What follows belongs to an exercise in optimizing a design on an open flow for small area, a short achievable clock period and few clock cycles per item; a production flow would make more cautious choices. Where RTL was checked, it was by simulation tests only, not by an equivalence proof against the original. Power is estimated from default activity; no workload was simulated.

## binary_erosion_cross_top
module binary_erosion_cross_top #(
    parameter int MAX_ROWS = 4096
) (
    input  logic               aclk,
    input  logic               aresetn,
    input  logic               cfg_wr_en,
    input  logic [bec_pkg::CFG_AW-1:0]  cfg_addr,
    input  logic [bec_pkg::RCNT_W-1:0]  cfg_wdata,
    input  logic               s_tvalid,
    output logic               s_tready,
    input  logic [bec_pkg::ROW_W-1:0]   s_tdata,    
    output logic               m_tvalid,
    input  logic               m_tready,
    output logic [bec_pkg::MDATA_W-1:0] m_tdata,    
    output logic               m_tlast     
);
    localparam int ROW_W = bec_pkg::ROW_W;
    localparam int IDX_W = bec_pkg::IDX_W;
    logic [IDX_W-1:0] hm2_reg;       
    logic [5:0]       wm1_reg;       
    logic [ROW_W-1:0] cur_reg;
    logic [ROW_W-1:0] part_reg;
    logic [IDX_W-1:0] idx_reg;       
    logic             first_reg;     
    logic             fin_reg;       
    logic [ROW_W-1:0] mask;
    logic [ROW_W-1:0] east;
    logic [ROW_W-1:0] part_next;
    logic             take;
    logic             last_row;
    logic [12:0] cfg_rows;
    logic [6:0]  cfg_cols;
    always_comb begin
        cfg_rows = cfg_wdata;
        cfg_cols = cfg_wdata[6:0];
    end
    always_ff @(posedge aclk) begin
        if (!aresetn) begin
            hm2_reg <= '0;
            wm1_reg <= 6'd63;
        end else if (cfg_wr_en) begin
            if (cfg_addr == 1'b0) begin
                if (cfg_rows < 13'd2)         hm2_reg <= '0;
                else if (cfg_rows > 13'd4096) hm2_reg <= 12'd4094;
                else                          hm2_reg <= 12'(cfg_rows - 13'd2);
            end else begin
                if (cfg_cols < 7'd2)          wm1_reg <= 6'd1;
                else if (cfg_cols > 7'd64)    wm1_reg <= 6'd63;
                else                          wm1_reg <= 6'(cfg_cols - 7'd1);
            end
        end
    end
    always_comb begin
        for (int j = 0; j < ROW_W; j++) begin
            mask[j] = (6'(j) <= wm1_reg);
        end
  ...
For scale: about 160 flip-flops, ~0.0079 sq mm of cells after synthesis.
==> module binary_erosion_cross_top, before the edit <==
module binary_erosion_cross_top #(
    parameter int MAX_ROWS = 4096
) (
    input  logic               aclk,
    input  logic               aresetn,
    input  logic               cfg_wr_en,
    input  logic [bec_pkg::CFG_AW-1:0]  cfg_addr,
    input  logic [bec_pkg::RCNT_W-1:0]  cfg_wdata,
    input  logic               s_tvalid,
    output logic               s_tready,
    input  logic [bec_pkg::ROW_W-1:0]   s_tdata,    
    output logic               m_tvalid,
    input  logic               m_tready,
    output logic [bec_pkg::MDATA_W-1:0] m_tdata,    
    output logic               m_tlast     
);
    localparam int ROW_W = bec_pkg::ROW_W;
    localparam int IDX_W = bec_pkg::IDX_W;
    logic [IDX_W-1:0] hm2_reg;       
    logic [5:0]       wm1_reg;       
    logic [ROW_W-1:0] cur_reg;
    logic [ROW_W-1:0] part_reg;
    logic [IDX_W-1:0] idx_reg;       
    logic             first_reg;     
    logic             fin_reg;       
    logic [ROW_W-1:0] mask;
    logic [ROW_W-1:0] east;
    logic [ROW_W-1:0] part_next;
    logic             take;
    logic             last_row;
    logic [12:0] cfg_rows;
    logic [6:0]  cfg_cols;
    always_comb begin
        cfg_rows = cfg_wdata;
        cfg_cols = cfg_wdata[6:0];
    end
    always_ff @(posedge aclk) begin
        if (!aresetn) begin
            hm2_reg <= '0;
            wm1_reg <= 6'd63;
        end else if (cfg_wr_en) begin
            if (cfg_addr == 1'b0) begin
                if (cfg_rows < 13'd2)         hm2_reg <= '0;
                else if (cfg_rows > 13'd4096) hm2_reg <= 12'd4094;
                else                          hm2_reg <= 12'(cfg_rows - 13'd2);
            end else begin
                if (cfg_cols < 7'd2)          wm1_reg <= 6'd1;
                else if (cfg_cols > 7'd64)    wm1_reg <= 6'd63;
                else                          wm1_reg <= 6'(cfg_cols - 7'd1);
            end
        end
    end
    always_comb begin
        for (int j = 0; j < ROW_W; j++) begin
            mask[j] = (6'(j) <= wm1_reg);
        end
        east = ({1'b0, s_tdata[ROW_W-1:1]}) | ~({1'b0, mask[ROW_W-1:1]});
        part_next = mask & s_tdata & {s_tdata[ROW_W-2:0], 1'b1} & east
                  & (cur_reg | {ROW_W{first_reg}});
    end
    assign take     = s_tvalid && s_tready;
    assign last_row = !first_reg && (idx_reg == hm2_reg);
    always_ff @(posedge aclk) begin
        if (take) begin
            cur_reg  <= s_tdata;
            part_reg <= part_next;
        end
    end
    always_ff @(posedge aclk) begin
        if (!aresetn) begin
            first_reg <= 1'b1;
            fin_reg   <= 1'b0;
        end else begin
            if (fin_reg && m_tready) begin
                fin_reg <= 1'b0;
            end
            if (take) begin
                first_reg <= last_row;
                if (last_row) begin
                    fin_reg <= 1'b1;
                end
            end
        end
    end
    always_ff @(posedge aclk) begin
        if (take) begin
            idx_reg <= first_reg ? '0 : idx_reg + IDX_W'(1);
        end
    end
    assign s_tready = m_tready || (first_reg && !fin_reg);
    assign m_tvalid = fin_reg || (s_tvalid && !first_reg);
    assign m_tdata  = {4'd0, idx_reg, part_reg & (s_tdata | {ROW_W{fin_reg}})};
    assign m_tlast  = fin_reg;
endmodule
export LEC_CHECK = 0
export CAP_MARGIN = 20
export CORE_MARGIN = 2
export CORE_UTILIZATION = 40
export CTS_BUF_LIST = sky130_fd_sc_hd__clkbuf_8
export SETUP_SLACK_MARGIN = 2.9
export SLEW_MARGIN = 20
create_clock -name core_clock -period 5.5 [get_ports {aclk}]
standard.sh (not shown) runs the stock make flow with config.mk's settings and CLKGATE_MAP_FILE= SYNTH_SCRIPT=/design/flow/synth_recipe.tcl, a recipe that flattens the netlist after the stock synthesis.
==> flow/flow/run.sh <==
#!/bin/bash
# Standard layout, with the port buffers inserted as buf_2 cells instead of the default choice.
set -euo pipefail
export BUFFER_PORTS_ARGS="-buffer_cell sky130_fd_sc_hd__buf_2"
bash standard.sh finish > orfs_flow.log 2>&1
The first run finished with timing, DRC and antenna clean.
Testbench counts at the start, summed over its fixed seeds: cycles 7,854, results 7,566.
Next try:
--- a/flow/design.v
+++ b/flow/design.v
@@ -35,8 +35,14 @@
     logic [ROW_W-1:0] mask;
     logic [ROW_W-1:0] east;
     logic [ROW_W-1:0] part_next;
     logic             take;
+    logic             beat_valid;
+    logic             beat_ready;
+    logic [ROW_W-1:0] out_row_reg;
+    logic [IDX_W-1:0] out_idx_reg;
+    logic             out_last_reg;
+    logic             out_valid_reg;
     logic             last_row;
     logic [12:0] cfg_rows;
     logic [6:0]  cfg_cols;
     always_comb begin
@@ -58,14 +64,22 @@
                 else                          wm1_reg <= 6'(cfg_cols - 7'd1);
             end
         end
     end
+    logic [1:0]  th1;
+    logic [3:0]  th2;
+    logic [7:0]  th3;
+    logic [15:0] th4;
+    logic [31:0] th5;
+    assign th1  = {wm1_reg[0], 1'b1};
+    assign th2  = {th1 & {2{wm1_reg[1]}},  th1 | {2{wm1_reg[1]}}};
+    assign th3  = {th2 & {4{wm1_reg[2]}},  th2 | {4{wm1_reg[2]}}};
+    assign th4  = {th3 & {8{wm1_reg[3]}},  th3 | {8{wm1_reg[3]}}};
+    assign th5  = {th4 & {16{wm1_reg[4]}}, th4 | {16{wm1_reg[4]}}};
+    assign mask = {th5 & {32{wm1_reg[5]}}, th5 | {32{wm1_reg[5]}}};
     always_comb begin
-        for (int j = 0; j < ROW_W; j++) begin
-            mask[j] = (6'(j) <= wm1_reg);
-        end
-        east = ({1'b0, s_tdata[ROW_W-1:1]}) | ~({1'b0, mask[ROW_W-1:1]});
-        part_next = mask & s_tdata & {s_tdata[ROW_W-2:0], 1'b1} & east
+        east = ({1'b0, s_tdata[ROW_W-1:1]} & mask) | (mask & ~{1'b0, mask[ROW_W-1:1]});
+        part_next = east & s_tdata & {s_tdata[ROW_W-2:0], 1'b1}
                   & (cur_reg | {ROW_W{first_reg}});
     end
     assign take     = s_tvalid && s_tready;
     assign last_row = !first_reg && (idx_reg == hm2_reg);
@@ -79,9 +93,9 @@
         if (!aresetn) begin
             first_reg <= 1'b1;
             fin_reg   <= 1'b0;
         end else begin
-            if (fin_reg && m_tready) begin
+            if (fin_reg && beat_ready) begin
                 fin_reg <= 1'b0;
             end
             if (take) begin
                 first_reg <= last_row;
@@ -95,9 +109,25 @@
         if (take) begin
             idx_reg <= first_reg ? '0 : idx_reg + IDX_W'(1);
         end
     end
-    assign s_tready = m_tready || (first_reg && !fin_reg);
-    assign m_tvalid = fin_reg || (s_tvalid && !first_reg);
-    assign m_tdata  = {4'd0, idx_reg, part_reg & (s_tdata | {ROW_W{fin_reg}})};
-    assign m_tlast  = fin_reg;
+    assign beat_valid = fin_reg || (s_tvalid && !first_reg);
+    assign beat_ready = !out_valid_reg || m_tready;
+    always_ff @(posedge aclk) begin
+        if (beat_ready) begin
+            out_row_reg  <= part_reg & (s_tdata | {ROW_W{fin_reg}});
+            out_idx_reg  <= idx_reg;
+            out_last_reg <= fin_reg;
+        end
+    end
+    always_ff @(posedge aclk) begin
+        if (!aresetn) begin
+            out_valid_reg <= 1'b0;
+        end else if (beat_ready) begin
+            out_valid_reg <= beat_valid;
+        end
+    end
+    assign s_tready = beat_ready || (first_reg && !fin_reg);
+    assign m_tvalid = out_valid_reg;
+    assign m_tdata  = {4'd0, out_idx_reg, out_row_reg};
+    assign m_tlast  = out_last_reg;
 endmodule
After rerunning: The changed run produced a clean layout; die area increases by about 27%; via count climbs by 7.0%; synthesized cell count grows by about 12%; clock power increases by about 60%; first-iteration DRC count climbs by about 18%.
The RTL of the second run of this note was laid out without a check of its function.

afterwards: timing with drivers on the ports:
No port has a modelled driver above. Below, the same layouts with a new extraction and two added sets of constraints.
Step 1, drivers: a clkbuf_16 drives aclk and a buf_2 each remaining input, both assumed.
Step 2 times the ports against the registers' clock, not the clock port: input delays grow and output delays shrink by t, the midpoint of the rising clock arrivals with the driver on.
a / b / c = ideal ports / drivers / drivers and shift; a / b = the first two.
| run | shift t [ns] | slack for setup (ns) | worst setup path after step 2 | clock arrival spread, ns | cell pins on the clock port's net |
|---|---|---|---|---|---|
| the first run | 0.493 | 2.868 / 2.809 / 2.572 | input to register | 0.011 / 0.010 | 1 |
| the second run | 0.567 | 2.889 / 2.856 / 2.468 | input to register | 0.022 / 0.022 | 1 |
After both steps every run listed still meets setup and hold. The setup slack of the second run, which loses most, moves by -0.033 ns with the drivers and by -0.421 ns with both steps.
